This design comes from an exercise in tuning for small area on the open sky130 flow, not from production work. Where RTL was checked, it was by simulation tests only, not by an equivalence proof against the original. For run 5, only the layout was checked, not whether the RTL still works. Power figures rest on the tool's default switching activity, not on a simulated workload.

==> flow/flow/run.sh <==
#!/bin/bash
# The standard layout, with the smallest buffer on every input and output port
# in place of the one buffer_ports picks by default.
set -euo pipefail
export BUFFER_PORTS_ARGS="-buffer_cell sky130_fd_sc_hd__buf_1"
bash standard.sh > standard_flow.log 2>&1
==> flow/design.v <==
package discardPkg;
  localparam int CHANNEL_COUNT = 4;
  localparam int CHANNEL_BITS = 2;
  localparam int WORD_BITS = 32;
  localparam int LENGTH_BITS = 8;
  localparam int RESERVED_BITS = WORD_BITS - CHANNEL_BITS - LENGTH_BITS;
  localparam int CREDIT_BITS = 7;
  localparam logic [CREDIT_BITS-1:0] CREDIT_MAX = 7'd64;
  localparam int COUNTER_BITS = 32;
  localparam int STAT_ADDR_BITS = 3;
  localparam logic STAT_KIND_PASSED = 1'b0;
  localparam logic STAT_KIND_DROPPED = 1'b1;
  typedef union packed {
    logic [WORD_BITS-1:0] raw;
    struct packed {
      logic [CHANNEL_BITS-1:0]  channel;
      logic [RESERVED_BITS-1:0] reserved;
      logic [LENGTH_BITS-1:0]   length;
    } header;
  } frameWord;
endpackage
`timescale 1ns/1ps
module discardStat (
  input  logic                                  CLK,
  input  logic                                  reset,
  input  logic [discardPkg::WORD_BITS-1:0]       inData,
  input  logic                                  inValid,
  input  logic                                  inSof,
  input  logic                                  inEof,
  input  logic [discardPkg::CHANNEL_COUNT-1:0]  creditReturn,
  output logic                                  outValid,
  output logic [discardPkg::CHANNEL_BITS-1:0]   outChannel,
  output logic [discardPkg::WORD_BITS-1:0]       outData,
  output logic                                  outSof,
  output logic                                  outEof,
  input  logic                                  statRead,
  input  logic [discardPkg::STAT_ADDR_BITS-1:0] statAddr,
  output logic                                  statValid,
  output logic [discardPkg::COUNTER_BITS-1:0]   statData,
  input  logic                                  statWrite,
  input  logic [discardPkg::COUNTER_BITS-1:0]   statWriteData
);
  localparam int NCH = discardPkg::CHANNEL_COUNT;
  localparam int CB  = discardPkg::CREDIT_BITS;
  localparam int NCNT = 2 * NCH;
  logic [NCH-1:0][CB-1:0] credit;
  logic [NCH-1:0][CB-1:0] creditAvail;
  logic [CB-1:0] selCredit;
  logic [CB+1:0] creditDiff;
  logic          inFits;
  logic          inHeader;
  assign inHeader = inValid && inSof;
  always_comb begin
    for (int c = 0; c < NCH; c++) begin
      creditAvail[c] = credit[c] + {{(CB-1){1'b0}}, creditReturn[c]};
    end
  end
  assign selCredit  = creditAvail[inData[31:30]];
  assign creditDiff = {2'b00, selCredit} - {1'b0, inData[7:0]};
  assign inFits     = !creditDiff[CB+1];
  always_ff @(posedge CLK) begin
    for (int c = 0; c < NCH; c++) begin
      if (reset) begin
        credit[c] <= discardPkg::CREDIT_MAX;
      end else if (inHeader && inFits && inData[31:30] == c) begin
        credit[c] <= creditDiff[CB-1:0];
      end else begin
        credit[c] <= creditAvail[c];
      end
    end
  end
  logic [31:0] d1;
  logic        sof1, eof1, fits1, v1;
  logic        keepCur;
  logic        hdr1;
  logic        fwd1;
  always_ff @(posedge CLK) begin
    d1    <= inData;
    sof1  <= inSof;
    eof1  <= inEof;
    fits1 <= inFits;
    v1    <= inValid && !reset;
  end
  assign hdr1 = v1 && sof1;
  assign fwd1 = v1 && (sof1 ? fits1 : keepCur);
  always_ff @(posedge CLK) begin
    if (reset) begin
      keepCur <= 1'b0;
    end else if (hdr1) begin
      keepCur <= fits1;
    end
  end
  logic [31:0] d2;
  logic        sof2, eof2, v2;
  logic [1:0]  lastChannel;
  always_ff @(posedge CLK) begin
    d2     <= d1;
    sof2   <= sof1;
    eof2   <= eof1;
    v2     <= fwd1 && !reset;
    outData <= d2;
    outSof  <= sof2;
    outEof  <= eof2;
    outValid <= v2 && !reset;
    if (outValid && outSof) begin
      lastChannel <= outData[31:30];
    end
  end
  assign outChannel = outSof ? outData[31:30] : lastChannel;
  logic [NCNT-1:0][31:0] counter;
  logic [NCNT-1:0]       countInc;
  logic [NCNT-1:0]       countLoad;
  logic [31:0]           loadValue;
  assign loadValue = reset ? 32'd0 : statWriteData;
  always_comb begin
    for (int k = 0; k < NCNT; k++) begin
      countInc[k]  = hdr1 && d1[31:30] == k[2:1] && fits1 == !k[0];
      countLoad[k] = reset || (statWrite && statAddr == k[2:0]);
    end
  end
  logic [NCNT-1:0][32:0] countCarry;
  always_comb begin
    for (int k = 0; k < NCNT; k++) begin
      for (int i = 0; i < 32; i++) begin
        if (i == 0) begin
          countCarry[k][i] = countInc[k];
        end else if (i == 11) begin
          countCarry[k][i] = countInc[k] & (&counter[k][10:0]);
        end else if (i == 22) begin
          countCarry[k][i] = countInc[k] & (&counter[k][21:0]);
        end else begin
          countCarry[k][i] = countCarry[k][i-1] & counter[k][i-1];
        end
      end
      countCarry[k][32] = 1'b0;
    end
  end
  always_ff @(posedge CLK) begin
    for (int k = 0; k < NCNT; k++) begin
      if (countLoad[k]) begin
        counter[k] <= loadValue;
      end else begin
        counter[k] <= counter[k] ^ countCarry[k][31:0];
      end
    end
  end
  logic [31:0] readValue;
  always_comb begin
    readValue = '0;
    for (int k = 0; k < NCNT; k++) begin
      readValue = readValue | (counter[k] & {32{statAddr == k[2:0]}});
    end
  end
  always_ff @(posedge CLK) begin
    statValid <= statRead && !reset;
    statData  <= readValue;
  end
endmodule
==> flow/constraint.sdc <==
create_clock -name core_clock -period 5.0 [get_ports {CLK}]
set_input_delay 1.0000 -clock core_clock [delete_from_list [all_inputs] [get_ports {CLK}]]
set_output_delay 1.0000 -clock core_clock [all_outputs]
set_load 0.01 [all_outputs]
==> flow/standard.sh <==
#!/bin/bash
# synth_recipe.tcl (not shown) runs the flow's synth.tcl, then flattens the netlist and writes it again
# the make line also repeats each setting of config.mk as NAME=value (left out here)
make -C /OpenROAD-flow-scripts/flow DESIGN_CONFIG=/design/flow/config.mk WORK_HOME=/design/flow/orfs CLKGATE_MAP_FILE= SYNTH_SCRIPT=/design/flow/synth_recipe.tcl "${@:-finish}"
==> flow/config.mk <==
export PLATFORM = sky130hd
export DESIGN_NAME = discardStat
export DESIGN_NICKNAME = discardStat
export VERILOG_FILES = /design/flow/design.v
export SDC_FILE = /design/flow/constraint.sdc
export NUM_CORES = 4
export LEC_CHECK = 0
export CAP_MARGIN = 20
export CORE_MARGIN = 2
export CORE_UTILIZATION = 40
export CTS_BUF_LIST = sky130_fd_sc_hd__clkbuf_16
export CTS_CLUSTER_DIAMETER = 100
export CTS_CLUSTER_SIZE = 25
export SLEW_MARGIN = 20
==> results_dict.tcl, run 1 <==
set metrics [dict create \
    status "timing/DRC/antenna clean" \
    grt_start_max_net_pins 99 \
    fmax_mhz 263 \
    start_kind "input pin" \
    nNetsFinal 2483 \
    synth_nets 2425 \
    min_period_ps 3800 \
    layout-area-overhead-vs-synth_pct 7.79 \
    grt_usage_pct 22.9 \
    first_global_vias 14800 \
    wl_per_cell_um 21.1 \
    layout-drive-gt1-share_pct 5.69 \
    die_h_um 225 \
    crit_path_top_delay_cell "o21bai_1" \
    grt_pass1_wl_um 88800 \
    synth_flop_cell "dfxtp_1" \
    post-place-cells 2749 \
    maxCapViolCount 0 \
    maxSlewHeadroom_pct 25.8 \
    core_mm2 0.0479 \
    cp_cell_sequence "buf_1, ha_1, ha_1, nand3_1, o21a_1, or2_1, mux4_2, ha_1, o21bai_1, or4b_1, nor2_1, a211oi_1" \
    crit_path_frequent_cell "ha_1" \
    antenna_found_initial 3 \
    cts_sinks 426 \
    synth-seq-area-share_pct 43.9 \
    min_from "eof2" \
    worst_slew_pin_slew_ps 1110 \
    yosys_warnings 1 \
    first_pass_iters 6 \
    hold_viol 0 \
    synth.cell_area_mm2 0.0195 \
    clk_pin_slew_ps 100 \
    fin_tns_setup_ps 0 \
    post_cts_resized 0 \
    layout_setup_ws_ps 1200 \
    placementRows 80 \
    ios 148 \
    worstPathArrival_ps 4250 \
    power_mw 6.12 \
    post_cts_buffers 0 \
    gp_congestion 0.901 \
    avgSynthCellArea_um2 9.28 \
    vdd_drop_max_mv 0.219 \
    instances_no_fill 2777 \
    place_area_mm2 0.0204 \
    routed_wl_um 58700 \
    hold_path.class "reg2reg" \
    die_w_um 225 \
    tritoncts "yes" \
    worst_setup_path_end_kind "flop" \
    required_ps 5460 \
    drtAntennaViolNets 0 \
    min_delay_path_depth 0 \
    ys_seq_elements 426 \
    start_util_pct 40.6 \
    synth_edf_count 2 \
    syn_inst 2099 \
    cts_hold_buf 0 \
    yosysUniqueCellTypes 69 \
    vias 15400 \
    slew_violations 0 \
    die_area_mm2 0.0505 \
    holdWs_ps 328 \
    fin_skew_ps 39.6 \
    clockBufferDepth 3 \
    cts_made_buffers 21 \
    root_buffer "clkbuf_16" \
    cpPeakStageDelay_ps 700 \
    power_density_mw_per_mm2 292 \
    rr_worst_depth 15 \
    insertion_delay_ps 580 \
    hpwl_um 41700 \
    io_buffers 147 \
    cp-startpoint "creditReturn[0]" \
    rsz0062_at_grt "false" \
    leakagePower_nw 8.65 \
    setup_viol 0 \
    async_flop_share_pct 0 \
    vias_per_cell 5.54 \
    detail_route.iter0.violations 1301 \
    htreeDepth 1 \
    fill_cells 4663 \
    stdcell_area_mm2 0.0210 \
    dp_slack_ps 656 \
    r2r-start "sof1" \
    worstSetupPathType "in2reg" \
    final_core_util_pct 43.8 \
    period_share_pct 75.9 \
    worst-path-max-fanout 9 \
    drc 0 \
    gr-total-overflow 0 \
]
-- Yosys cell counts, drive strengths merged (2+ instances only) --
library cell | n | area, µm²
a21oi | 259 | 1300
inv | 14 | 52.6
o21bai | 4 | 30.0
a22o | 7 | 61.3
mux4 | 17 | 383
and3b | 3 | 26.3
nor4b | 3 | 32.5
edfxtp | 2 | 60.1
xor2 | 5 | 43.8
nand3 | 30 | 150
mux2i | 2 | 20.0
nand2 | 499 | 1880
o211ai | 6 | 45.0
dfxtp | 424 | 8490
a21o | 2 | 15.0
nor2 | 51 | 201
mux2 | 27 | 304
a211oi | 35 | 263
nor2b | 9 | 56.3
nand4 | 32 | 200
xnor2 | 33 | 289
and4 | 5 | 43.8
and2 | 17 | 106
clkbuf | 66 | 256
o221ai | 9 | 78.8
a221o | 7 | 70.1
or2 | 9 | 58.8
a221oi | 38 | 333
o22ai | 18 | 113
ha | 247 | 3090
o21ba | 4 | 40.0
nor3 | 27 | 135
buf | 86 | 483
a22oi | 41 | 308
nor3b | 3 | 33.8
o21a | 10 | 75.1
and3 | 9 | 56.3
nor4 | 8 | 77.6
o21ai | 17 | 88.8
or4 | 2 | 15.0
-- placed cells by master, fill, tap and decap left out, types with 10 or more instances in the layout --
cell         n
a211oi_1    35
a21oi_1    259
a221oi_1    38
a22oi_1     41
and2_1      17
buf_1      143
buf_4       37
clkbuf_16   21
dfxtp_1    424
ha_1       247
inv_1       14
mux2_2      23
mux4_2      17
nand2_1    497
nand3_1     30
nand4_1     32
nor2_1      49
nor3_1      27
o21a_1      10
o22ai_1     18
xnor2_1     33
-- power by group --
group	leakage, nW	total, mW	internal (mW)	switching, mW
registers	3.49	3.58	3.51	0.0669
clock network	0.296	1.97	0.824	1.15
logic	4.86	0.570	0.176	0.394
total	8.65	6.12	4.51	1.61
-- cell families after synthesis --
group	after synthesis	synth area share [%]
xor gates and xnor gates	38	1.71
adders and majority gates	248	16.0
and+or+nand+nor	712	16.0
AOI/OAI and AO/OA	462	14.7
DFF	426	43.9
muxes	46	3.63
buffers and inverters	167	4.09
-- path summary, 6_finish.rpt --
check        slack, ps      endpoint
min                330        outEof
min reg2reg        330        outEof
max reg2reg       1290  counter[223]
max               1200    credit[14]
-- cell type report --
class / count / area [µm²] / area share (%)
antenna: 1 / 2.50 / 0.0119
clock buffer: 21 / 526 / 2.50
clock inverter: 6 / 61.3 / 0.292
inverter: 15 / 56.3 / 0.268
multi-input combinational: 1506 / 10100 / 48.3
sequential: 426 / 8550 / 40.7
tap: 615 / 769 / 3.67
timing repair buffer: 187 / 897 / 4.27
-- routing by layer --
layer / GRT usage, % / vias to the layer above / wire [µm] / share of wire [%]
met3: 2.95 / 103 / 3600 / 6.1
met5: 0 / - / 10 / 0.017
met4: 6.88 / 2 / 1920 / 3.3
met2: 39.4 / 507 / 28100 / 48
li1: - / 7493 / - / -
met1: 30.0 / 7275 / 25100 / 43
-- sequential cells by signal, summed over array words and instances, names as in the netlist, 2 cells and up --
signal and flops:
credit 28, d1 32, statData 32, counter 256, d2 32, lastChannel 2
outData 32
-- worst max-delay path: cells and delay by family --
kind | cells | cell delay (ps)
AO/OA/AOI/OAI | 3 | 1170
AND/OR/NAND/NOR | 4 | 840
adder cells (fa/ha/maj) | 3 | 700
multiplexers | 1 | 460
buffers and inverters | 1 | 80
==> inputs of run 2 (changes only) <==
==> flow/run.sh (new file) <==
#!/bin/bash
# synth_recipe.tcl (not shown) runs the flow's synth.tcl, then flattens the netlist and writes it again
# the make line also repeats each setting of config.mk as NAME=value (left out here)
make -C /OpenROAD-flow-scripts/flow DESIGN_CONFIG=/design/flow/config.mk WORK_HOME=/design/flow/orfs CLKGATE_MAP_FILE= SYNTH_SCRIPT=/design/flow/synth_recipe.tcl finish
--- a/flow/config.mk
+++ b/flow/config.mk
@@ -8,7 +8,4 @@
 export CAP_MARGIN = 20
 export CORE_MARGIN = 2
 export CORE_UTILIZATION = 40
-export CTS_BUF_LIST = sky130_fd_sc_hd__clkbuf_16
-export CTS_CLUSTER_DIAMETER = 100
-export CTS_CLUSTER_SIZE = 25
 export SLEW_MARGIN = 20
removed: flow/flow/run.sh
removed: flow/standard.sh
==> run 2 against run 1 <==
  * Sequential share of layout area fell by 3.2 points
  * Total power rose by 26%
  * Still clean on timing, DRC and antenna
  * Clock skew decreased by 17 ps
  * First-iteration DRC count grew 2.5%
==> results_dict.tcl, run 2 <==
set metrics [dict create \
    rr_worst_depth 15 \
    seqPwrFrac_pct 46.6 \
    hpwl_um 41200 \
    yosysUniqueCellTypes 69 \
    largest_register_ffs 256 \
    place_area_mm2 0.0213 \
    die_area_mm2 0.0505 \
    yosys.cell_count.top_type "nand2_1" \
    fmax_mhz 241 \
    antenna_cells 0 \
    placementRows 80 \
    synth.cell_area_mm2 0.0195 \
    die_h_um 225 \
    detail_route.iter0.violations 1334 \
    avgSynthCellArea_um2 9.28 \
    wl_per_cell_um 21.1 \
    slew_violations 0 \
    stdcell_area_mm2 0.0228 \
    post_cts_resized 0 \
    fin_skew_ps 22.5 \
    holdWs_ps 317 \
    grt_pass1_wl_um 90500 \
    final_cell_mix "nand2_1, dfxtp_1, a21oi_1" \
    ys_seq_elements 426 \
    status "timing/DRC/antenna clean" \
    clockBufferDepth 3 \
    synth-seq-area-share_pct 43.9 \
    routed_wl_um 59700 \
    grt_start_max_net_pins 121 \
    p_clk_share_pct 45.1 \
    synthTopCellsByArea "dfxtp_1, ha_1, nand2_1" \
    yosys-top-cells-count "nand2_1, dfxtp_1, a21oi_1" \
    layout-area-overhead-vs-synth_pct 17.0 \
    rsz0062_at_grt "false" \
    cts_hold_buf 0 \
    gp_congestion 0.888 \
    worst_setup_path_end_kind "flop" \
    first_pass_iters 5 \
    ios 148 \
    hold_viol 0 \
    worstSetupPathType "in2reg" \
    grt_usage_pct 23.5 \
    intPower_mw 5.78 \
    maxCapViolCount 0 \
    fin_tns_setup_ps 0 \
    start_kind "input pin" \
    first_global_vias 15400 \
    io_buffers 147 \
    period_share_pct 82.9 \
    insertion_delay_ps 590 \
    post_cts_buffers 0 \
    vdd_drop_max_mv 0.204 \
    drtAntennaViolNets 0 \
    start_util_pct 40.6 \
    tritoncts "yes" \
    worst_slew_pin_slew_ps 1160 \
    cts_sinks 426 \
    die_w_um 225 \
    synth_edf_count 2 \
    clk_pin_slew_ps 60 \
    yosysTopAreaCell "dfxtp_1" \
    worstPathArrival_ps 4610 \
    pwr-share-comb_pct 8.3 \
    multi_input_comb_area_mm2 0.0101 \
    nNetsFinal 2505 \
    synth_flop_cell "dfxtp_1" \
    synth_nets 2425 \
    fill_cells 4533 \
    gr-total-overflow 0 \
    htreeDepth 2 \
    power_density_mw_per_mm2 337 \
    core_mm2 0.0479 \
    async_flop_share_pct 0 \
    hold_path.class "reg2reg" \
    setup_viol 0 \
    layout_commonest_cell "nand2_1" \
    vias 15600 \
    maxSlewHeadroom_pct 22.4 \
    register_area_mm2 0.00855 \
    cts_made_buffers 47 \
    synth_top_area_share_pct 43.6 \
    required_ps 5460 \
    min_period_ps 4150 \
    layout-drive-gt1-share_pct 7.68 \
    worst-path-max-fanout 9 \
    drc 0 \
    root_buffer "clkbuf_16" \
    regMostFlops "counter" \
    switching_power_mw 1.91 \
    yosys_warnings 1 \
    switching_share_pct 24.8 \
    leakagePower_nw 9.47 \
    min_delay_path_depth 0 \
    vias_per_cell 5.51 \
    final_core_util_pct 47.5 \
    syn_inst 2099 \
    power_mw 7.69 \
    antenna_found_initial 4 \
]
==> run 2: cell counts after synthesis <==
Identical to the previous run, type by type.
==> run 2: logic make-up (layout without fill, tap and decap cells) <==
group | Yosys count | in the layout | share of synthesized area [%]
AND/OR/NAND/NOR | 712 | 712 | 16.0
adder cells (fa/ha/maj) | 248 | 248 | 16.0
multiplexers | 46 | 46 | 3.63
flip-flops | 426 | 426 | 43.9
AO/OA/AOI/OAI | 462 | 462 | 14.7
buffers and inverters | 167 | 282 | 4.09
XOR/XNOR | 38 | 38 | 1.71
==> run 2: per-layer routing <==
metal	GRT usage, %	wire, µm
met5	0	30
met3	4.23	3780
met4	10.7	2630
met1	29.9	25500
met2	38.8	27700
==> run 2: path summary, 6_finish.rpt <==
path	startpoint	end	slack [ps]
max	creditReturn[0]	credit[11]	850
min	d1[2]	d2[2]	320
max reg2reg	sof1	counter[223]	1250
min reg2reg	d1[2]	d2[2]	320
==> run 2: layout make-up <==
class / count / area share [%]
Inverter: 15 / 0.247
Clock inverter: 12 / 0.511
Sequential cell: 426 / 37.5
Multi-Input combinational cell: 1506 / 44.5
Clock buffer: 72 / 6.24
Timing Repair Buffer: 183 / 7.65
Tap cell: 615 / 3.38
==> run 2: worst max-delay path, cell delays in order <==
cell and delay, ps:
clkdlybuf4s50_1 480, ha_1 200, ha_1 200, nand3_1 140
o21a_1 220, or2_1 250, mux4_2 460, ha_1 330
o21bai_1 280, nor4_2 650, nand2_1 190, o21ba_1 210
==> run 2: stage by stage <==
step / instances / setup WS [ps]
2_1_floorplan: 2099 / 1200
4_1_cts: 2829 / 879
6_report: 2829 / 854
3_5_place_dp: 2745 / 298
5_1_grt: 2829 / 654
3_3_place_gp: 2745 / 355
==> run 2: power by group through the flow <==
stage / Combinational [mW] / Clock (mW) / Sequential (mW)
6_report: 0.641 / 3.47 / 3.58
3_5_place_dp: 0.637 / 0 / 3.65
4_1_cts: 0.639 / 3.55 / 3.58
3_3_place_gp: 0.631 / 0 / 3.65
2_1_floorplan: 0.345 / 0 / 3.65
5_1_grt: 0.691 / 3.68 / 3.59
==> inputs of run 3 (changes only) <==
--- a/flow/config.mk
+++ b/flow/config.mk
@@ -8,4 +8,5 @@
 export CAP_MARGIN = 20
 export CORE_MARGIN = 2
 export CORE_UTILIZATION = 40
+export CTS_BUF_LIST = sky130_fd_sc_hd__clkbuf_4 sky130_fd_sc_hd__clkbuf_8
 export SLEW_MARGIN = 20
==> run 3 against run 2 <==
  * Synthesized area did not move
  * Setup slack improved by 85 ps
  * Clock power about the same
  * Critical path type unchanged
==> results_dict.tcl, run 3 <==
set metrics [dict create \
    avgSynthCellArea_um2 9.28 \
    regMostFlops "counter" \
    synth_nets 2425 \
    worstPathArrival_ps 4590 \
    worst_slew_pin_slew_ps 1120 \
    yosys_warnings 1 \
    start_kind "input pin" \
    gp_congestion 0.888 \
    largest_register_ffs 256 \
    fin_tns_setup_ps 0 \
    htreeDepth 3 \
    instances_no_fill 2877 \
    slew_violations 0 \
    required_ps 5520 \
    ys_seq_elements 426 \
    grt_start_max_net_pins 121 \
    grt_usage_pct 23.7 \
    status "timing/DRC/antenna clean" \
    reg2reg_to "counter[223]" \
    first_global_vias 15700 \
    post-place-cells 2745 \
    period_share_pct 81.2 \
    rrSetupSlack_ps 1250 \
    antenna_cells 0 \
    start_util_pct 40.6 \
    layout-area-overhead-vs-synth_pct 17.5 \
    yosys.cell_count.top_type "nand2_1" \
    worst-path-max-fanout 9 \
    min_delay_path_depth 0 \
    cpPeakStageDelay_ps 640 \
    fmax_mhz 246 \
    antenna_found_initial 3 \
    final_cell_mix "nand2_1, dfxtp_1, a21oi_1" \
    synth_compound_area_share_pct 14.7 \
    yosysTopAreaCell "dfxtp_1" \
    yosys.area_share.simple_pct 16.0 \
    worstSetupPathType "in2reg" \
    die_area_mm2 0.0505 \
    hold_path.class "reg2reg" \
    core_mm2 0.0479 \
    tritoncts "yes" \
    cp_cell_sequence "clkdlybuf4s50_1, ha_1, ha_1, nand3_1, o21a_1, or2_1, mux4_2, ha_1, o21bai_1, nor4_2, nand2_1, o21ba_1" \
    min_from "d1[6]" \
    drc 0 \
    synthXorXnorAreaFrac_pct 1.71 \
    grt_pass1_wl_um 91100 \
    hpwl_um 41200 \
    synth.cell_area_mm2 0.0195 \
    power_mw 7.69 \
    synth-adder-area-share_pct 16.0 \
    min_period_ps 4060 \
    worstHoldEndpoint "d2[6]" \
    r2r-start "sof1" \
    synth_flop_cell "dfxtp_1" \
    gr-total-overflow 0 \
    crit_path_frequent_cell "ha_1" \
    yosysUniqueCellTypes 69 \
    vdd_drop_max_mv 0.161 \
    post_cts_resized 0 \
    stdcell_area_mm2 0.0229 \
    maxSlewHeadroom_pct 25.3 \
    worst_setup_path_end_kind "flop" \
    ios 148 \
    synth-seq-area-share_pct 43.9 \
    syn_inst 2099 \
    cts_hold_buf 0 \
    vias 15900 \
    maxCapViolCount 0 \
    wl_per_cell_um 20.8 \
    drtAntennaViolNets 0 \
    vias_per_cell 5.51 \
    leakagePower_nw 9.56 \
    routed_wl_um 59900 \
    nNetsFinal 2534 \
    placementRows 80 \
    clockBufferDepth 3 \
    muxShareOfSynthArea_pct 3.63 \
    detail_route.iter0.violations 1282 \
    io_buffers 147 \
    synthTopCellsByArea "dfxtp_1, ha_1, nand2_1" \
    first_pass_iters 5 \
    insertion_delay_ps 660 \
    layout-drive-gt1-share_pct 10.2 \
    cts_made_buffers 76 \
    layout_commonest_cell "nand2_1" \
    setup_viol 0 \
    die_h_um 225 \
    cp-startpoint "creditReturn[0]" \
    root_buffer "clkbuf_8" \
    synth_top_family_by_area "simple AND/OR/NAND/NOR gates" \
    power_density_mw_per_mm2 336 \
    yosys-top-cells-count "nand2_1, dfxtp_1, a21oi_1" \
    fill_cells 4528 \
    async_flop_share_pct 0 \
    fin_skew_ps 32.5 \
    rr_worst_depth 15 \
    rsz0062_at_grt "false" \
    synth_top_area_share_pct 43.6 \
    die_w_um 225 \
    post_cts_buffers 0 \
    cts_sinks 426 \
    place_area_mm2 0.0213 \
    crit_path_top_delay_cell "nor4_2" \
    hold_viol 0 \
    synth_edf_count 2 \
    clk_pin_slew_ps 60 \
]
run 3: area by class of cell:
class / instances / area, µm² / share of cell area [%]
sequential: 426 / 8550 / 37.4
clock buffer: 116 / 1450 / 6.32
inverter: 15 / 56.3 / 0.246
tap: 615 / 769 / 3.36
timing repair buffer: 183 / 1740 / 7.62
multi-input combinational: 1506 / 10100 / 44.3
clock inverter: 16 / 171 / 0.749
run 3: kinds of logic (layout without fill, tap and decap cells):
family | Yosys count | count (layout)
xor+xnor | 38 | 38
compound gates | 462 | 462
fa+ha+maj | 248 | 248
buf+inv | 167 | 330
simple gates | 712 | 712
flops | 426 | 426
mux | 46 | 46
run 3: layer usage:
metal  vias to the layer above  track usage (%)  routed length [µm]
li1                       7651                -                   -
met1                      7471             29.7               25500
met2                       564             38.4               27500
met3                       172             4.85                3990
met4                         4             12.6                2850
met5                         -                0                  27
run 3: worst max path at each step:
stage	endpoint	slack, ps	depth (start not counted)
after detailed placement	credit[25]	300	12
after floorplan	credit[20]	1200	11
after global placement	credit[11]	360	12
final	credit[11]	940	12
after CTS	credit[11]	950	12
after global routing	credit[11]	710	12
run 3: through the flow:
stage | utilization (%) | worst slack [ps] | hold WS (ps)
2_1_floorplan | - | 1200 | 310
3_3_place_gp | 44.3 | 355 | 310
3_5_place_dp | 44.3 | 298 | 312
4_1_cts | 47.7 | 951 | 318
5_1_grt | 47.7 | 713 | 313
6_report | 47.7 | 939 | 315
run 3: critical path: cells and delay by family:
| kind | cells | cell delay [ps] |
|---|---|---|
| AO/OA/AOI/OAI | 3 | 700 |
| multiplexers | 1 | 460 |
| AND/OR/NAND/NOR | 4 | 1220 |
| buffers and inverters | 1 | 480 |
| adder cells (fa/ha/maj) | 3 | 730 |
run 3: power breakdown:
part           switching [mW]  internal [mW]  leakage, nW
logic                   0.394          0.247         5.22
registers              0.0658           3.51         3.49
clock network            1.47           2.00        0.852
total                    1.93           5.76         9.56
==> inputs of run 4 (changes only) <==
--- a/flow/config.mk
+++ b/flow/config.mk
@@ -8,5 +8,7 @@
 export CAP_MARGIN = 20
 export CORE_MARGIN = 2
 export CORE_UTILIZATION = 40
-export CTS_BUF_LIST = sky130_fd_sc_hd__clkbuf_4 sky130_fd_sc_hd__clkbuf_8
+export CTS_BUF_LIST = sky130_fd_sc_hd__clkbuf_16
+export CTS_CLUSTER_DIAMETER = 60
+export CTS_CLUSTER_SIZE = 30
 export SLEW_MARGIN = 20
==> run 4 against run 3 <==
  * Still clean on timing, DRC and antenna
  * Via count down 1.9%
  * Total power shrank 4.1%
  * Global-route usage shrank 0.27 points
  * Synthesized area unchanged
  * First-iteration DRC count fell by 5.0%
  * Fmax is 2.2% lower
  * Sequential power is essentially flat
  * Die area did not move
  * Critical path type unchanged
  * Critical endpoint unchanged
  * Largest cell class unchanged
==> results_dict.tcl, run 4 <==
set metrics [dict create \
    worst_slew_pin_slew_ps 1110 \
    ios 148 \
    synth_top_area_share_pct 43.6 \
    routed_wl_um 59400 \
    vias 15600 \
    ys_seq_elements 426 \
    power_density_mw_per_mm2 327 \
    setup_viol 0 \
    hold_path.class "reg2reg" \
    first_global_vias 15300 \
    grt_start_max_net_pins 121 \
    rr_worst_depth 15 \
    final_core_util_pct 47.1 \
    yosys-top-cells-count "nand2_1, dfxtp_1, a21oi_1" \
    cts_made_buffers 38 \
    maxCapViolCount 0 \
    crit_path_top_delay_cell "nor4_2" \
    cts_sinks 426 \
    vias_per_cell 5.53 \
    period_share_pct 83.0 \
    nNetsFinal 2496 \
    hold_viol 0 \
    clk_pin_slew_ps 100 \
    rrSetupSlack_ps 1240 \
    placementRows 80 \
    async_flop_share_pct 0 \
    required_ps 5460 \
    largest_register_ffs 256 \
    antenna_found_initial 3 \
    start_util_pct 40.6 \
    final_cell_mix "nand2_1, dfxtp_1, a21oi_1" \
    min_period_ps 4150 \
    fmax_mhz 241 \
    vdd_drop_max_mv 0.179 \
    r2r-start "sof1" \
    place_area_mm2 0.0213 \
    yosys.cell_count.top_type "nand2_1" \
    first_pass_iters 8 \
    wl_per_cell_um 21.1 \
    gp_congestion 0.888 \
    yosys_warnings 1 \
    core_mm2 0.0479 \
    gr-total-overflow 0 \
    dp_slack_ps 298 \
    worstPathArrival_ps 4610 \
    io_buffers 147 \
    holdWs_ps 298 \
    syn_inst 2099 \
    antenna_cells 0 \
    maxSlewHeadroom_pct 25.9 \
    layout-area-overhead-vs-synth_pct 16.0 \
    avgSynthCellArea_um2 9.28 \
    stdcell_area_mm2 0.0226 \
    worst_setup_path_end_kind "flop" \
    min_delay_path_depth 0 \
    leakagePower_nw 9.36 \
    layout_commonest_cell "nand2_1" \
    layout_setup_ws_ps 848 \
    die_area_mm2 0.0505 \
    min_from "d1[6]" \
    reg2reg_to "counter[223]" \
    tritoncts "yes" \
    post_cts_buffers 0 \
    slew_violations 0 \
    worstSetupPathType "in2reg" \
    cpPeakStageDelay_ps 650 \
    synth.cell_area_mm2 0.0195 \
    grt_pass1_wl_um 90300 \
    synth_nets 2425 \
    synthTopCellsByArea "dfxtp_1, ha_1, nand2_1" \
    die_h_um 225 \
    crit_path_frequent_cell "ha_1" \
    yosysTopAreaCell "dfxtp_1" \
    synth_flop_cell "dfxtp_1" \
    status "timing/DRC/antenna clean" \
    root_buffer "clkbuf_16" \
    hpwl_um 41200 \
    worst-path-max-fanout 9 \
    post_cts_resized 0 \
    synth_edf_count 2 \
    clockBufferDepth 3 \
    start_kind "input pin" \
    htreeDepth 2 \
    yosysUniqueCellTypes 69 \
    fin_skew_ps 27.5 \
    rsz0062_at_grt "false" \
    post-place-cells 2745 \
    worstHoldEndpoint "d2[6]" \
    insertion_delay_ps 580 \
    fin_tns_setup_ps 0 \
    drtAntennaViolNets 0 \
    grt_usage_pct 23.4 \
    regMostFlops "counter" \
    drc 0 \
    instances_no_fill 2812 \
    layout-drive-gt1-share_pct 7.28 \
    power_mw 7.38 \
    synth-seq-area-share_pct 43.9 \
    detail_route.iter0.violations 1218 \
    die_w_um 225 \
    cts_hold_buf 0 \
    cp_cell_sequence "clkdlybuf4s50_1, ha_1, ha_1, nand3_1, o21a_1, or2_1, mux4_2, ha_1, o21bai_1, nor4_2, nand2_1, o21ba_1" \
]
run 4: cell counts after synthesis:
No cell type changed its count.
run 4: layer usage:
layer / GRT usage [%] / wire [µm] / vias up / share of wire, %
met5: 0 / 13 / - / 0.022
met1: 30.0 / 25300 / 7318 / 43
met2: 38.8 / 27900 / 561 / 47
met3: 3.80 / 3820 / 112 / 6.4
li1: - / - / 7565 / -
met4: 10.7 / 2370 / 2 / 4.0
run 4: worst max-delay path by stage:
stage                    start         end  slack, ps  cells after the start
6_report       creditReturn[0]  credit[11]        850                     12
2_1_floorplan  creditReturn[0]  credit[20]       1200                     11
4_1_cts        creditReturn[0]  credit[11]        870                     12
5_1_grt        creditReturn[0]  credit[19]        640                     12
3_3_place_gp   creditReturn[0]  credit[11]        360                     12
3_5_place_dp   creditReturn[0]  credit[25]        300                     12
run 4: power breakdown:
part / switching (mW) / leakage, nW / internal, mW
logic: 0.394 / 5.22 / 0.247
clock network: 1.47 / 0.650 / 1.70
registers: 0.0659 / 3.49 / 3.51
total: 1.92 / 9.36 / 5.45
run 4: cell families (layout without fill, tap and decap cells):
kind of cell / Yosys count / count (layout) / share of synthesized area (%)
multiplexers: 46 / 46 / 3.63
AND/OR/NAND/NOR: 712 / 712 / 16.0
XOR/XNOR: 38 / 38 / 1.71
buffers and inverters: 167 / 265 / 4.09
adder cells (fa/ha/maj): 248 / 248 / 16.0
flip-flops: 426 / 426 / 43.9
AO/OA/AOI/OAI: 462 / 462 / 14.7
run 4: critical path: cells and delay by family:
family	cells	cell delay, ps
muxes	1	460
buffers and inverters	1	480
AOI/OAI and AO/OA	3	710
adders and majority gates	3	730
and+or+nand+nor	4	1220
run 4: cell type report:
class | instances | area [µm²]
Clock buffer | 39 | 976
Clock inverter | 28 | 362
Fill cell | 4523 | 25400
Inverter | 15 | 56.3
Multi-Input combinational cell | 1506 | 10100
Sequential cell | 426 | 8550
Tap cell | 615 | 769
Timing Repair Buffer | 183 | 1740
==> inputs of run 5 (changes only) <==
--- a/flow/design.v
+++ b/flow/design.v
@@ -121,18 +121,10 @@
   logic [NCNT-1:0][32:0] countCarry;
   always_comb begin
     for (int k = 0; k < NCNT; k++) begin
+      countCarry[k][0] = countInc[k];
       for (int i = 0; i < 32; i++) begin
-        if (i == 0) begin
-          countCarry[k][i] = countInc[k];
-        end else if (i == 11) begin
-          countCarry[k][i] = countInc[k] & (&counter[k][10:0]);
-        end else if (i == 22) begin
-          countCarry[k][i] = countInc[k] & (&counter[k][21:0]);
-        end else begin
-          countCarry[k][i] = countCarry[k][i-1] & counter[k][i-1];
-        end
+        countCarry[k][i+1] = countCarry[k][i] & counter[k][i];
       end
-      countCarry[k][32] = 1'b0;
     end
   end
   always_ff @(posedge CLK) begin
--- a/flow/config.mk
+++ b/flow/config.mk
@@ -8,7 +8,4 @@
 export CAP_MARGIN = 20
 export CORE_MARGIN = 2
 export CORE_UTILIZATION = 40
-export CTS_BUF_LIST = sky130_fd_sc_hd__clkbuf_16
-export CTS_CLUSTER_DIAMETER = 60
-export CTS_CLUSTER_SIZE = 30
 export SLEW_MARGIN = 20
==> run 5 against run 4 <==
  * Now fails the layout checks on setup timing
  * Flip-flop and latch count unchanged
  * Highest routed layer unchanged
  * Critical path type is now reg2reg
  * Clock power increased by 18%
  * Clock skew decreased by 0.84 ps
  * Clock-buffer cell count increased by 25
  * Largest power group is now the clock network
  * Sequential power about the same
  * Worst hold slack improved by 23 ps
  * Critical path depth increased by 23
  * Largest cell class unchanged
  * Cell area increased by 17%
==> results_dict.tcl, run 5 <==
set metrics [dict create \
    check-failures "setup timing" \
    die_h_um 225 \
    synth_flop_cell "dfxtp_1" \
    intPower_mw 6.01 \
    async_flop_share_pct 0 \
    start_kind "flop" \
    grt_start_max_net_pins 142 \
    yosys_warnings 1 \
    cts_hold_buf 0 \
    leakagePower_nw 9.17 \
    clk_pin_slew_ps 60 \
    synth-seq-area-share_pct 43.9 \
    worst_setup_path_end_kind "flop" \
    switching_power_mw 1.98 \
    first_pass_iters 5 \
    crit_path_top_delay_cell "dfxtp_4" \
    synthTopCellsByArea "dfxtp_1, ha_1, nand2_1" \
    placementRows 80 \
    register_area_mm2 0.00856 \
    vias 15400 \
    synth_nets 2423 \
    vias_per_cell 5.44 \
    yosysTopAreaCell "dfxtp_1" \
    multi_input_comb_area_mm2 0.0133 \
    die_w_um 225 \
    worst_slew_pin_slew_ps 1070 \
    hpwl_um 41000 \
    ys_seq_elements 426 \
    stdcell_area_mm2 0.0264 \
    switching_share_pct 24.8 \
    period_share_pct 119 \
    busiest_layer "met2" \
    die_area_mm2 0.0505 \
    fill_cells 4162 \
    yosys.cell_count.top_type "nand2_1" \
    yosysUniqueCellTypes 68 \
    routed_wl_um 59000 \
    grt_pass1_wl_um 90800 \
    htreeDepth 2 \
    use_met3_pct 3.76 \
    root_buffer "clkbuf_16" \
    insertion_delay_ps 610 \
    pwr-share-comb_pct 8.5 \
    clockBufferDepth 3 \
    layout_setup_ws_ps -942 \
    worst-path-max-fanout 5 \
    maxCapViolCount 0 \
    min_period_ps 5940 \
    layout-drive-gt1-share_pct 24.5 \
    seqPwrFrac_pct 44.8 \
    nNetsFinal 2519 \
    gp_congestion 0.817 \
    synth.cell_area_mm2 0.0195 \
    ios 148 \
    cpPeakStageDelay_ps 360 \
    layout_commonest_cell "nand2_1" \
    first_global_vias 15600 \
    antenna_found_initial 1 \
    start_util_pct 40.6 \
    gr-total-overflow 0 \
    io_buffers 147 \
    required_ps 5520 \
    final_cell_mix "nand2_1, dfxtp_1, a21oi_1" \
    synth_edf_count 2 \
    power_density_mw_per_mm2 303 \
    syn_inst 2081 \
    synth_top_area_share_pct 43.6 \
    detail_route.iter0.violations 978 \
    slew_violations 0 \
    hold_path.class "reg2reg" \
    fin_skew_ps 26.6 \
    rsz0062_at_grt "true" \
    yosys-top-cells-count "nand2_1, dfxtp_1, a21oi_1" \
    dp_slack_ps -957 \
    drc 0 \
    cts_sinks 426 \
    avgSynthCellArea_um2 9.36 \
    cts_made_buffers 48 \
    tritoncts "yes" \
    core_mm2 0.0479 \
    setup_viol 56 \
    min_delay_path_depth 0 \
    global_route.usage.met2_pct 39.9 \
    grt_usage_pct 23.4 \
    maxSlewHeadroom_pct 28.7 \
    grtUsageMet1_pct 30.1 \
    crit_path_frequent_cell "ha_4" \
    worstSetupPathType "reg2reg" \
    status "complete, but fails checks" \
    largest_register_ffs 256 \
    place_area_mm2 0.0244 \
    wl_per_cell_um 20.9 \
    fmax_mhz 168 \
    drtAntennaViolNets 0 \
    rr_worst_depth 35 \
    hold_viol 0 \
    layout-area-overhead-vs-synth_pct 35.3 \
    p_clk_share_pct 46.7 \
    regMostFlops "counter" \
    vdd_drop_max_mv 0.286 \
    worstPathArrival_ps 6470 \
]
[run 5: area by class of cell]
class | count | area share [%]
tap | 615 | 2.92
clock buffer | 64 | 5.12
antenna | 1 | 0.00949
sequential | 426 | 32.5
inverter | 13 | 0.195
clock inverter | 22 | 1.24
timing repair buffer | 206 | 7.52
multi-input combinational | 1482 | 50.5
[run 5: stage by stage]
step	utilization, %	hold WS, ps	cells	setup TNS, ps	total power, mW
after floorplan	-	310	2081	-14230	4.03
after detailed placement	50.9	312	2741	-27970	4.32
after CTS	54.5	326	2828	-29630	8.06
final	55.0	321	2829	-27870	7.99
after global routing	55.0	326	2828	-35790	8.27
after global placement	50.9	310	2741	-24520	4.30
[run 5: per-layer routing]
metal,wire (µm),vias to the layer above
met5,11,-
li1,-,7432
met3,3020,86
met1,26100,7481
met4,1470,2
met2,28400,392
[run 5: power by group through the flow]
stage                     logic [mW]  clock network [mW]  registers (mW)
after detailed placement       0.657                   0            3.66
after global routing           0.733                3.95            3.59
after global placement         0.647                   0            3.65
after CTS                      0.665                3.82            3.58
after floorplan                0.376                   0            3.66
final                          0.676                3.73            3.58
[run 5: final timing paths]
check | startpoint | end | slack (ps)
setup / recovery | sof1 | counter[63] | -940
hold / removal | d2[8] | outData[8] | 320
setup reg to reg | sof1 | counter[63] | -940
hold reg to reg | d2[8] | outData[8] | 320
[run 5: critical path: cells and delay by family, from the launching register on]
kind	cells	cell delay, ps
flip-flops	1	360
adder cells (fa/ha/maj)	31	4840
AO/OA/AOI/OAI	1	220
AND/OR/NAND/NOR	2	280
XOR/XNOR	1	130
[run 5: cells by family after synthesis]
kind of cell               after synthesis  share of synthesized area, %
xor gates and xnor gates                22                         0.989
adders and majority gates              264                          17.0
AOI/OAI and AO/OA                      450                          13.9
muxes                                   71                          4.71
and+or+nand+nor                        675                          14.6
DFF                                    426                          43.9
buffers and inverters                  173                          4.92
[run 5: repair_timing]
item,CTS,global route
setup buffers,1,0
pin swaps,15,28
setup endpoints to repair,56,64
gates resized for setup,13,61
hold endpoints to repair,0,0
==> inputs of run 6 (changes only) <==
--- a/flow/design.v
+++ b/flow/design.v
@@ -50,20 +50,39 @@
   logic          inFits;
   logic          inHeader;
   assign inHeader = inValid && inSof;
+  logic [NCH-1:0][CB:0] availCarry;
   always_comb begin
     for (int c = 0; c < NCH; c++) begin
-      creditAvail[c] = credit[c] + {{(CB-1){1'b0}}, creditReturn[c]};
+      availCarry[c][0] = creditReturn[c];
+      for (int i = 0; i < CB; i++) begin
+        creditAvail[c][i]  = credit[c][i] ^ availCarry[c][i];
+        availCarry[c][i+1] = credit[c][i] & availCarry[c][i];
+      end
     end
   end
-  assign selCredit  = creditAvail[inData[31:30]];
-  assign creditDiff = {2'b00, selCredit} - {1'b0, inData[7:0]};
-  assign inFits     = !creditDiff[CB+1];
+  assign selCredit = creditAvail[inData[31:30]];
+  logic [CB+1:0] diffBorrow;
+  always_comb begin
+    diffBorrow[0] = 1'b0;
+    for (int i = 0; i <= CB; i++) begin
+      if (i < CB) begin
+        creditDiff[i]   = selCredit[i] ^ inData[i] ^ diffBorrow[i];
+        diffBorrow[i+1] = (!selCredit[i] & (inData[i] | diffBorrow[i]))
+                        | (inData[i] & diffBorrow[i]);
+      end else begin
+        creditDiff[i]   = inData[i] ^ diffBorrow[i];
+        diffBorrow[i+1] = inData[i] | diffBorrow[i];
+      end
+    end
+    creditDiff[CB+1] = diffBorrow[CB+1];
+  end
+  assign inFits = !creditDiff[CB+1];
+  logic [CB-1:0] creditLoad;
+  assign creditLoad = reset ? discardPkg::CREDIT_MAX : creditDiff[CB-1:0];
   always_ff @(posedge CLK) begin
     for (int c = 0; c < NCH; c++) begin
-      if (reset) begin
-        credit[c] <= discardPkg::CREDIT_MAX;
-      end else if (inHeader && inFits && inData[31:30] == c) begin
-        credit[c] <= creditDiff[CB-1:0];
+      if (reset || (inHeader && inFits && inData[31:30] == c)) begin
+        credit[c] <= creditLoad;
       end else begin
         credit[c] <= creditAvail[c];
       end
@@ -121,10 +140,18 @@
   logic [NCNT-1:0][32:0] countCarry;
   always_comb begin
     for (int k = 0; k < NCNT; k++) begin
-      countCarry[k][0] = countInc[k];
       for (int i = 0; i < 32; i++) begin
-        countCarry[k][i+1] = countCarry[k][i] & counter[k][i];
+        if (i == 0) begin
+          countCarry[k][i] = countInc[k];
+        end else if (i == 11) begin
+          countCarry[k][i] = countInc[k] & (&counter[k][10:0]);
+        end else if (i == 22) begin
+          countCarry[k][i] = countInc[k] & (&counter[k][21:0]);
+        end else begin
+          countCarry[k][i] = countCarry[k][i-1] & counter[k][i-1];
+        end
       end
+      countCarry[k][32] = 1'b0;
     end
   end
   always_ff @(posedge CLK) begin
==> flow/flow/run.sh (new file) <==
#!/bin/bash
# The standard layout, with the smallest buffer on every input and output port
# in place of the one buffer_ports picks by default.
set -euo pipefail
export BUFFER_PORTS_ARGS="-buffer_cell sky130_fd_sc_hd__buf_1"
bash standard.sh > standard_flow.log 2>&1
==> flow/standard.sh (new file) <==
#!/bin/bash
# synth_recipe.tcl (not shown) runs the flow's synth.tcl, then flattens the netlist and writes it again
# the make line also repeats each setting of config.mk as NAME=value (left out here)
make -C /OpenROAD-flow-scripts/flow DESIGN_CONFIG=/design/flow/config.mk WORK_HOME=/design/flow/orfs CLKGATE_MAP_FILE= SYNTH_SCRIPT=/design/flow/synth_recipe.tcl "${@:-finish}"
--- a/flow/config.mk
+++ b/flow/config.mk
@@ -7,5 +7,8 @@
 export LEC_CHECK = 0
 export CAP_MARGIN = 20
 export CORE_MARGIN = 2
-export CORE_UTILIZATION = 40
+export CORE_UTILIZATION = 60
+export CTS_BUF_LIST = sky130_fd_sc_hd__clkbuf_16
+export CTS_CLUSTER_DIAMETER = 100
+export CTS_CLUSTER_SIZE = 25
 export SLEW_MARGIN = 20
removed: flow/run.sh
==> run 6 against run 5 <==
  * Now clean on timing, DRC and antenna
  * Die area fell by 34%
  * Sequential share of layout area rose by 9.6 points
  * Clock power fell by about 50%
  * Non-clock buffer count fell by 29
  * Flip-flop and latch count did not move
  * Highest routed layer unchanged
==> results_dict.tcl, run 6 <==
set metrics [dict create \
    synth_top_area_share_pct 44.3 \
    die_w_um 183 \
    cts_made_buffers 21 \
    worst-path-max-fanout 7 \
    routed_wl_um 47100 \
    period_share_pct 95.6 \
    io_buffers 147 \
    worstPathArrival_ps 5200 \
    fmax_mhz 209 \
    root_buffer "clkbuf_16" \
    cts_sinks 426 \
    first_pass_iters 5 \
    die_area_mm2 0.0334 \
    layout-area-overhead-vs-synth_pct 6.17 \
    syn_inst 1988 \
    yosysUniqueCellTypes 44 \
    post_cts_buffers 0 \
    switching_share_pct 24.4 \
    min_from "d1[9]" \
    antenna_found_initial 3 \
    maxCapViolCount 0 \
    core_mm2 0.0315 \
    worst_slew_pin_slew_ps 994 \
    post-place-cells 2410 \
    hold_viol 0 \
    required_ps 5420 \
    clk_pin_slew_ps 100 \
    drc 0 \
    cts_hold_buf 0 \
    gp_congestion 0.840 \
    setup_viol 0 \
    power_density_mw_per_mm2 288 \
    p_clk_share_pct 31.7 \
    start_kind "input pin" \
    switching_power_mw 1.43 \
    die_h_um 183 \
    nNetsFinal 2372 \
    async_flop_share_pct 0 \
    worstSetupPathType "in2reg" \
    pwr-share-comb_pct 7.6 \
    synth_edf_count 2 \
    regMostFlops "counter" \
    status "timing/DRC/antenna clean" \
    cp-startpoint "creditReturn[0]" \
    hpwl_um 33400 \
    yosys-top-cells-count "nand2_1, dfxtp_1, ha_1" \
    placementRows 65 \
    seqPwrFrac_pct 60.7 \
    vias 14100 \
    yosysTopAreaCell "dfxtp_1" \
    tritoncts "yes" \
    layout-drive-gt1-share_pct 6.10 \
    vdd_drop_max_mv 0.235 \
    yosys_warnings 1 \
    maxSlewHeadroom_pct 33.7 \
    insertion_delay_ps 550 \
    layout_commonest_cell "nand2_1" \
    instances_no_fill 2436 \
    htreeDepth 1 \
    synth_nets 2329 \
    avgSynthCellArea_um2 9.63 \
    min_period_ps 4780 \
    hold_path.class "reg2reg" \
    intPower_mw 4.43 \
    largest_register_ffs 256 \
    r2r-start "credit[0]" \
    drtAntennaViolNets 0 \
    grt_pass1_wl_um 74700 \
    holdWs_ps 331 \
    synthTopCellsByArea "dfxtp_1, ha_1, nand2_1" \
    grt_usage_pct 28.4 \
    synth_flop_cell "dfxtp_1" \
    wl_per_cell_um 19.3 \
    start_util_pct 60.8 \
    detail_route.iter0.violations 881 \
    synth.cell_area_mm2 0.0191 \
    leakagePower_nw 8.66 \
    post_cts_resized 0 \
    vias_per_cell 5.79 \
    clockBufferDepth 3 \
    fin_skew_ps 36.2 \
    rsz0062_at_grt "false" \
    first_global_vias 13900 \
    ios 148 \
    gr-total-overflow 0 \
    final_cell_mix "nand2_1, dfxtp_1, ha_1" \
    grt_start_max_net_pins 155 \
    worst_setup_path_end_kind "flop" \
    ys_seq_elements 426 \
    yosys.cell_count.top_type "nand2_1" \
    synth-seq-area-share_pct 44.6 \
    slew_violations 0 \
]
-- run 6: logic make-up (layout without fill, tap and decap cells) --
group                      Yosys count  count (layout)  share of synthesized area, %
and+or+nand+nor                    711             711                          16.8
DFF                                426             426                          44.6
AOI/OAI and AO/OA                  334             334                          9.97
adders and majority gates          263             263                          17.4
buffers and inverters              163             207                          4.01
muxes                               63              63                          5.85
xor gates and xnor gates            28              28                          1.28
other                                0               2                             0
-- run 6: worst max-delay path, cell delays in order --
cell and delay (ps):
buf_1 90, ha_1 310, mux4_2 230, inv_1 40
ha_1 190, fa_2 380, fa_2 380, fa_2 370
fa_2 380, fa_2 380, fa_1 450, nor4bb_2 350
buf_4 200, nand3_2 250, mux2i_1 190
-- run 6: path summary, 6_finish.rpt --
check                     to  slack (ps)  depth (start not counted)
setup / recovery  credit[24]         220                         15
hold / removal         d2[9]         330                          0
setup reg to reg  credit[24]         460                         14
hold reg to reg        d2[9]         330                          0
-- run 6: cell type report --
type	count	area (µm²)
Sequential cell	426	8550
Multi-Input combinational cell	1399	9880
Fill cell	2624	11100
Tap cell	402	503
Timing Repair Buffer	177	810
Clock buffer	21	526
Clock inverter	3	37.5
Antenna cell	2	5.00
Inverter	6	22.5
-- run 6: per-stage QoR --
stage          util, %  setup TNS (ps)  setup WS, ps  power, mW  cell area, µm²
4_1_cts           64.6               0           137       5.91           20300
3_5_place_dp      62.8          -10190          -403       4.09           19800
2_1_floorplan        -               0          49.5       3.94           19200
6_report          64.6               0           221       5.86           20300
5_1_grt           64.6               0          65.2       6.09           20300
3_3_place_gp      62.8           -7330          -303       4.07           19800
-- run 6: metal layers --
| metal | track usage, % | vias to the layer above | share of wire [%] |
|---|---|---|---|
| met5 | 0 | - | 0.028 |
| met2 | 49.7 | 364 | 49 |
| li1 | - | 6965 | - |
| met3 | 3.13 | 74 | 5.1 |
| met4 | 7.42 | 2 | 2.6 |
| met1 | 37.4 | 6698 | 44 |
-- run 6: power by group through the flow --
stage / Sequential (mW) / Combinational (mW) / Clock, mW
5_1_grt: 3.57 / 0.495 / 2.02
3_5_place_dp: 3.64 / 0.445 / 0
3_3_place_gp: 3.64 / 0.435 / 0
2_1_floorplan: 3.63 / 0.302 / 0
6_report: 3.56 / 0.446 / 1.86
4_1_cts: 3.56 / 0.447 / 1.90
==> inputs of run 7 (changes only) <==
--- a/flow/config.mk
+++ b/flow/config.mk
@@ -7,7 +7,7 @@
 export LEC_CHECK = 0
 export CAP_MARGIN = 20
 export CORE_MARGIN = 2
-export CORE_UTILIZATION = 60
+export CORE_UTILIZATION = 40
 export CTS_BUF_LIST = sky130_fd_sc_hd__clkbuf_16
 export CTS_CLUSTER_DIAMETER = 100
 export CTS_CLUSTER_SIZE = 25
==> run 7 against run 6 <==
  * Synthesized area unchanged
  * Die area rose by 49%
  * Clock-buffer cell count unchanged
  * Utilization is 21 points lower
  * Sequential share of layout area decreased by 0.51 points
  * Largest cell class unchanged
  * Cell count increased by 8.8%
  * First-iteration DRC count rose by 14%
  * Synthesized cell count did not move
  * Worst hold slack got worse by 6.1 ps
  * Non-clock buffer count stayed put
  * Critical endpoint is now credit[22]
==> results_dict.tcl, run 7 <==
set metrics [dict create \
    fin_skew_ps 27.7 \
    slew_violations 0 \
    ios 148 \
    hold_viol 0 \
    synth-adder-area-share_pct 17.4 \
    synth_flop_cell "dfxtp_1" \
    insertion_delay_ps 560 \
    period_share_pct 94.9 \
    antenna_found_initial 2 \
    maxCapViolCount 0 \
    fmax_mhz 211 \
    gp_congestion 0.844 \
    synth-seq-area-share_pct 44.6 \
    yosys.area_share.simple_pct 16.8 \
    clk_pin_slew_ps 90 \
    setup_viol 0 \
    post_cts_resized 0 \
    pwr-share-comb_pct 7.5 \
    clockBufferDepth 3 \
    start_util_pct 40.4 \
    core_mm2 0.0474 \
    cts_sinks 426 \
    gr-total-overflow 0 \
    layout_setup_ws_ps 256 \
    io_buffers 147 \
    intPower_mw 4.44 \
    regMostFlops "counter" \
    yosys_warnings 1 \
    maxSlewHeadroom_pct 31.6 \
    synthXorXnorAreaFrac_pct 1.28 \
    p_clk_share_pct 32.0 \
    hold_path.class "reg2reg" \
    final_cell_mix "nand2_1, dfxtp_1, ha_1" \
    htreeDepth 1 \
    layout-area-overhead-vs-synth_pct 7.48 \
    drc 0 \
    switching_power_mw 1.45 \
    first_pass_iters 6 \
    muxShareOfSynthArea_pct 5.85 \
    wl_per_cell_um 17.7 \
    drtAntennaViolNets 0 \
    root_buffer "clkbuf_16" \
    synth_top_family_by_area "adder cells" \
    dp_slack_ps -329 \
    power_density_mw_per_mm2 286 \
    placementRows 80 \
    synth_compound_area_share_pct 9.97 \
    synth_edf_count 2 \
    worst_setup_path_end_kind "flop" \
    grt_start_max_net_pins 160 \
    synth_top_area_share_pct 44.3 \
    layout_commonest_cell "nand2_1" \
    first_global_vias 13800 \
    worst-path-max-fanout 7 \
    vias_per_cell 5.26 \
    grt_pass1_wl_um 75800 \
    vias 13900 \
    yosys-top-cells-count "nand2_1, dfxtp_1, ha_1" \
    synthTopCellsByArea "dfxtp_1, ha_1, nand2_1" \
    yosysTopAreaCell "dfxtp_1" \
    die_area_mm2 0.0496 \
    switching_share_pct 24.7 \
    ys_seq_elements 426 \
    avgSynthCellArea_um2 9.63 \
    yosysUniqueCellTypes 44 \
    async_flop_share_pct 0 \
    synth_nets 2329 \
    synth.cell_area_mm2 0.0191 \
    vdd_drop_max_mv 0.197 \
    worstPathArrival_ps 5180 \
    routed_wl_um 46900 \
    die_h_um 223 \
    nNetsFinal 2372 \
    min_period_ps 4740 \
    worst_slew_pin_slew_ps 1030 \
    status "timing/DRC/antenna clean" \
    post-place-cells 2623 \
    yosys.cell_count.top_type "nand2_1" \
    leakagePower_nw 8.65 \
    detail_route.iter0.violations 1001 \
    place_area_mm2 0.0200 \
    layout-drive-gt1-share_pct 6.19 \
    die_w_um 223 \
    required_ps 5440 \
    grt_usage_pct 18.8 \
    cts_made_buffers 21 \
    post_cts_buffers 0 \
    largest_register_ffs 256 \
    start_kind "input pin" \
    hpwl_um 34600 \
    seqPwrFrac_pct 60.5 \
    stdcell_area_mm2 0.0206 \
    instances_no_fill 2651 \
    rsz0062_at_grt "false" \
    rrSetupSlack_ps 470 \
    syn_inst 1988 \
    cts_hold_buf 0 \
    tritoncts "yes" \
    worstSetupPathType "in2reg" \
]
## run 7: path summary, 6_finish.rpt
kind / endpoint / cells after the start / from
hold / removal: outData[15] / 0 / d2[15]
setup / recovery: credit[22] / 15 / creditReturn[0]
setup reg to reg: credit[22] / 14 / credit[21]
hold reg to reg: outData[15] / 0 / d2[15]
## run 7: power by group through the flow
| stage | Combinational, mW | Sequential [mW] | Clock (mW) |
|---|---|---|---|
| after floorplan | 0.302 | 3.63 | 0 |
| after CTS | 0.448 | 3.56 | 1.95 |
| after global routing | 0.495 | 3.58 | 2.05 |
| after detailed placement | 0.447 | 3.64 | 0 |
| final | 0.445 | 3.56 | 1.88 |
| after global placement | 0.436 | 3.64 | 0 |
## run 7: layout make-up
cell class	instances	area [µm²]
multi-input combinational	1399	9870
timing repair buffer	177	797
sequential	426	8550
clock inverter	5	45.0
fill	4562	26900
clock buffer	21	526
tap	615	769
antenna	2	5.00
inverter	6	22.5
## run 7: metal layers
metal  GRT usage, %  vias to the layer above  share of wire (%)
met5              0                        -                  0
met4           4.57                        0                2.0
met3           1.86                       53                3.9
met2           32.1                      250                 48
met1           25.6                     6691                 46
li1               -                     6950                  -
## run 7: kinds of logic (layout without fill, tap and decap cells)
| logic type | count (synthesis) | after routing |
|---|---|---|
| compound gates | 334 | 334 |
| xor+xnor | 28 | 28 |
| mux | 63 | 63 |
| buf+inv | 163 | 209 |
| simple gates | 711 | 711 |
| other cells | 0 | 2 |
| flops | 426 | 426 |
| fa+ha+maj | 263 | 263 |
## run 7: worst max-delay path, cell delays in order
cell      delay [ps]
buf_1             80
ha_1             200
ha_1             310
mux4_2           230
inv_1             50
fa_2             350
fa_2             380
fa_2             380
fa_2             370
fa_2             390
fa_1             450
nor4bb_1         310
buf_4            210
nand3_2          260
mux2i_1          200
## run 7: through the flow
| stage | TNS, ps | hold slack (ps) | util, % | power [mW] |
|---|---|---|---|---|
| final | 0 | 324 | 43.4 | 5.89 |
| after global placement | -4150 | 310 | 42.2 | 4.07 |
| after floorplan | 0 | 310 | - | 3.94 |
| after detailed placement | -7510 | 312 | 42.2 | 4.09 |
| after CTS | 0 | 328 | 43.4 | 5.96 |
| after global routing | 0 | 332 | 43.4 | 6.13 |
==> inputs of run 8 (changes only) <==
--- a/flow/config.mk
+++ b/flow/config.mk
@@ -7,8 +7,8 @@
 export LEC_CHECK = 0
 export CAP_MARGIN = 20
 export CORE_MARGIN = 2
-export CORE_UTILIZATION = 40
+export CORE_UTILIZATION = 60
 export CTS_BUF_LIST = sky130_fd_sc_hd__clkbuf_16
-export CTS_CLUSTER_DIAMETER = 100
-export CTS_CLUSTER_SIZE = 25
+export CTS_CLUSTER_DIAMETER = 80
+export CTS_CLUSTER_SIZE = 30
 export SLEW_MARGIN = 20
==> run 8 against run 7 <==
  * Still clean on timing, DRC and antenna
  * Clock skew fell by 7.7 ps
  * Via count up 1.5%
  * First-iteration DRC count about the same
  * Register-to-register slack worse by 30 ps
  * Global-route usage up 9.4 points
  * Clock-buffer cell count decreased by 2
  * Fmax decreased by 1.1%
  * Total power rose by 0.91%
  * Clock power grew 3%
  * Critical path type unchanged
  * Largest power group unchanged
==> results_dict.tcl, run 8 <==
set metrics [dict create \
    grt_usage_pct 28.2 \
    drc 0 \
    hold_viol 0 \
    pwr-share-comb_pct 7.5 \
    cts_made_buffers 19 \
    layout_setup_ws_ps 201 \
    cpPeakStageDelay_ps 430 \
    crit_path_frequent_cell "fa_2" \
    routed_wl_um 46800 \
    period_share_pct 96.0 \
    wl_per_cell_um 19.2 \
    synth_top_area_share_pct 44.3 \
    layout_commonest_cell "nand2_1" \
    ys_seq_elements 426 \
    setup_viol 0 \
    layout-drive-gt1-share_pct 6.33 \
    clockBufferDepth 3 \
    seqPwrFrac_pct 59.9 \
    switching_share_pct 24.5 \
    core_mm2 0.0315 \
    start_util_pct 60.8 \
    yosys.cell_count.top_type "nand2_1" \
    die_area_mm2 0.0334 \
    rsz0062_at_grt "false" \
    power_mw 5.94 \
    stdcell_area_mm2 0.0204 \
    holdWs_ps 322 \
    final_cell_mix "nand2_1, dfxtp_1, ha_1" \
    status "timing/DRC/antenna clean" \
    async_flop_share_pct 0 \
    vias_per_cell 5.80 \
    min_from "d2[31]" \
    yosys-top-cells-count "nand2_1, dfxtp_1, ha_1" \
    gr-total-overflow 0 \
    required_ps 5400 \
    regMostFlops "counter" \
    crit_path_top_delay_cell "fa_1" \
    fill_cells 2631 \
    antenna_found_initial 3 \
    synth_nets 2329 \
    crit_buf_inv 3 \
    yosysTopAreaCell "dfxtp_1" \
    worst-path-max-fanout 7 \
    worstSetupPathType "in2reg" \
    worstPathArrival_ps 5200 \
    layout-area-overhead-vs-synth_pct 6.35 \
    worst_slew_pin_slew_ps 1010 \
    grt_pass1_wl_um 74600 \
    die_h_um 183 \
    switching_power_mw 1.45 \
    yosys_warnings 1 \
    synth.cell_area_mm2 0.0191 \
    maxSlewHeadroom_pct 32.7 \
    rr_worst_depth 14 \
    insertion_delay_ps 550 \
    rrSetupSlack_ps 440 \
    tritoncts "yes" \
    leakagePower_nw 8.67 \
    vdd_drop_max_mv 0.391 \
    synth-seq-area-share_pct 44.6 \
    drtAntennaViolNets 0 \
    power_density_mw_per_mm2 292 \
    synth_edf_count 2 \
    min_period_ps 4800 \
    detail_route.iter0.violations 1002 \
    cts_hold_buf 0 \
    intPower_mw 4.49 \
    grt_start_max_net_pins 155 \
    post_cts_resized 0 \
    htreeDepth 1 \
    fin_skew_ps 20.0 \
    post_cts_buffers 0 \
    first_global_vias 13900 \
    synth_flop_cell "dfxtp_1" \
    slew_violations 0 \
    root_buffer "clkbuf_16" \
    reg2reg_to "credit[1]" \
    worstHoldEndpoint "outData[31]" \
    multi_input_comb_area_mm2 0.00987 \
    placementRows 65 \
    hpwl_um 33400 \
    die_w_um 183 \
    worst_setup_path_end_kind "flop" \
    io_buffers 147 \
    start_kind "input pin" \
    syn_inst 1988 \
    register_area_mm2 0.00855 \
    r2r-start "credit[0]" \
    p_clk_share_pct 32.6 \
    avgSynthCellArea_um2 9.63 \
    fmax_mhz 208 \
    crit_family "adder cells" \
    fin_tns_setup_ps 0 \
    hold_path.class "reg2reg" \
    place_area_mm2 0.0198 \
    yosysUniqueCellTypes 44 \
    maxCapViolCount 0 \
    cp_cell_sequence "buf_1, ha_1, mux4_2, inv_1, ha_1, fa_2, fa_2, fa_2, fa_2, fa_2, fa_1, nor4bb_1, buf_4, and2_1, a211oi_1" \
    cts_sinks 426 \
    vias 14200 \
    gp_congestion 0.840 \
    largest_register_ffs 256 \
    first_pass_iters 5 \
    clk_pin_slew_ps 110 \
    synthTopCellsByArea "dfxtp_1, ha_1, nand2_1" \
    dp_slack_ps -403 \
    min_delay_path_depth 0 \
    ios 148 \
    nNetsFinal 2370 \
]
==> run 8: cell counts after synthesis <==
No cell type changed its count.
==> run 8: through the flow <==
| stage | std cells | utilization, % |
|---|---|---|
| final | 2441 | 64.7 |
| after global routing | 2441 | 64.7 |
| after CTS | 2440 | 64.7 |
| after detailed placement | 2410 | 62.8 |
| after global placement | 2410 | 62.8 |
| after floorplan | 1988 | - |
==> run 8: worst max path at each step <==
| stage | startpoint | endpoint | cells after the start |
|---|---|---|---|
| after floorplan | creditReturn[2] | credit[13] | 15 |
| after global placement | creditReturn[0] | credit[26] | 15 |
| after detailed placement | creditReturn[0] | credit[26] | 15 |
| after CTS | creditReturn[0] | credit[22] | 15 |
| after global routing | creditReturn[0] | credit[1] | 15 |
| final | creditReturn[0] | credit[1] | 15 |
==> run 8: power groups by stage <==
| stage | Combinational, mW | Clock (mW) | Sequential (mW) |
|---|---|---|---|
| after floorplan | 0.302 | 0 | 3.63 |
| after global placement | 0.435 | 0 | 3.64 |
| after detailed placement | 0.445 | 0 | 3.64 |
| after CTS | 0.446 | 1.98 | 3.56 |
| after global routing | 0.495 | 2.10 | 3.58 |
| final | 0.445 | 1.94 | 3.56 |
==> run 8: cells by family after synthesis <==
group | share of synthesized area, %
adders and majority gates | 17.4
DFF | 44.6
buffers and inverters | 4.01
and+or+nand+nor | 16.8
muxes | 5.85
AOI/OAI and AO/OA | 9.97
xor gates and xnor gates | 1.28
==> run 8: final cells by class <==
cell class / instances / share of cell area [%]
Timing Repair Buffer: 177 / 3.98
Antenna cell: 1 / 0.0123
Inverter: 6 / 0.111
Tap cell: 402 / 2.47
Clock inverter: 11 / 0.645
Multi-Input combinational cell: 1399 / 48.5
Clock buffer: 19 / 2.33
Sequential cell: 426 / 42.0
==> run 8: metal layers <==
metal / up-vias / routed length, µm / track usage (%)
met4: 2 / 1070 / 6.61
met2: 369 / 23100 / 50.0
met5: - / 13 / 0
li1: 6965 / - / -
met3: 64 / 2210 / 2.71
met1: 6753 / 20500 / 37.3

-- port drivers added, routing unchanged --
How much do the figures lean on ideal ports? The routed layouts below were timed once more, with nothing changed but the port constraints.
Step 1 sets driving cells, clkbuf_16 on the clock port and buf_2 on the other inputs (assumed; they add their load-dependent delay and slew).
Step 2, shift: input delay + t, output delay - t, t = (earliest + latest rising clock arrival at the registers) / 2. This alone moves slack from input paths to output paths.
a / b / c = no drivers / after step 1 / after step 2; a / b = the first two.
| run | t, ns | setup slack, ns | hold slack, ns | clock arrival spread, ns | worst data-port slew with drivers (ns) |
|---|---|---|---|---|---|
| run 1 | 0.609 | 1.203 / 1.238 / 0.629 | 0.328 / 0.328 / 0.328 | 0.049 / 0.050 | 0.09 |
| run 2 | 0.635 | 0.854 / 0.886 / 0.250 | 0.317 / 0.317 / 0.317 | 0.027 / 0.027 | 0.09 |
| run 3 | 0.697 | 0.939 / 0.965 / 0.268 | 0.315 / 0.315 / 0.315 | 0.033 / 0.034 | 0.09 |
| run 4 | 0.621 | 0.848 / 0.877 / 0.257 | 0.298 / 0.298 / 0.298 | 0.035 / 0.035 | 0.09 |
| run 5 | 0.657 | -0.942 / -0.942 / -0.942 | 0.321 / 0.321 / 0.321 | 0.027 / 0.027 | 0.08 |
| run 6 | 0.583 | 0.221 / 0.253 / -0.330 | 0.331 / 0.331 / 0.331 | 0.036 / 0.036 | 0.09 |
| run 7 | 0.605 | 0.256 / 0.279 / -0.325 | 0.324 / 0.324 / 0.324 | 0.028 / 0.027 | 0.10 |
| run 8 | 0.596 | 0.201 / 0.231 / -0.365 | 0.322 / 0.322 / 0.322 | 0.024 / 0.024 | 0.09 |
Met with ideal ports but missed after step 2: setup timing in run 6, run 7 and run 8. The setup slack of run 3, which loses most, moves by +0.026 ns with the drivers and by -0.671 ns with both steps.
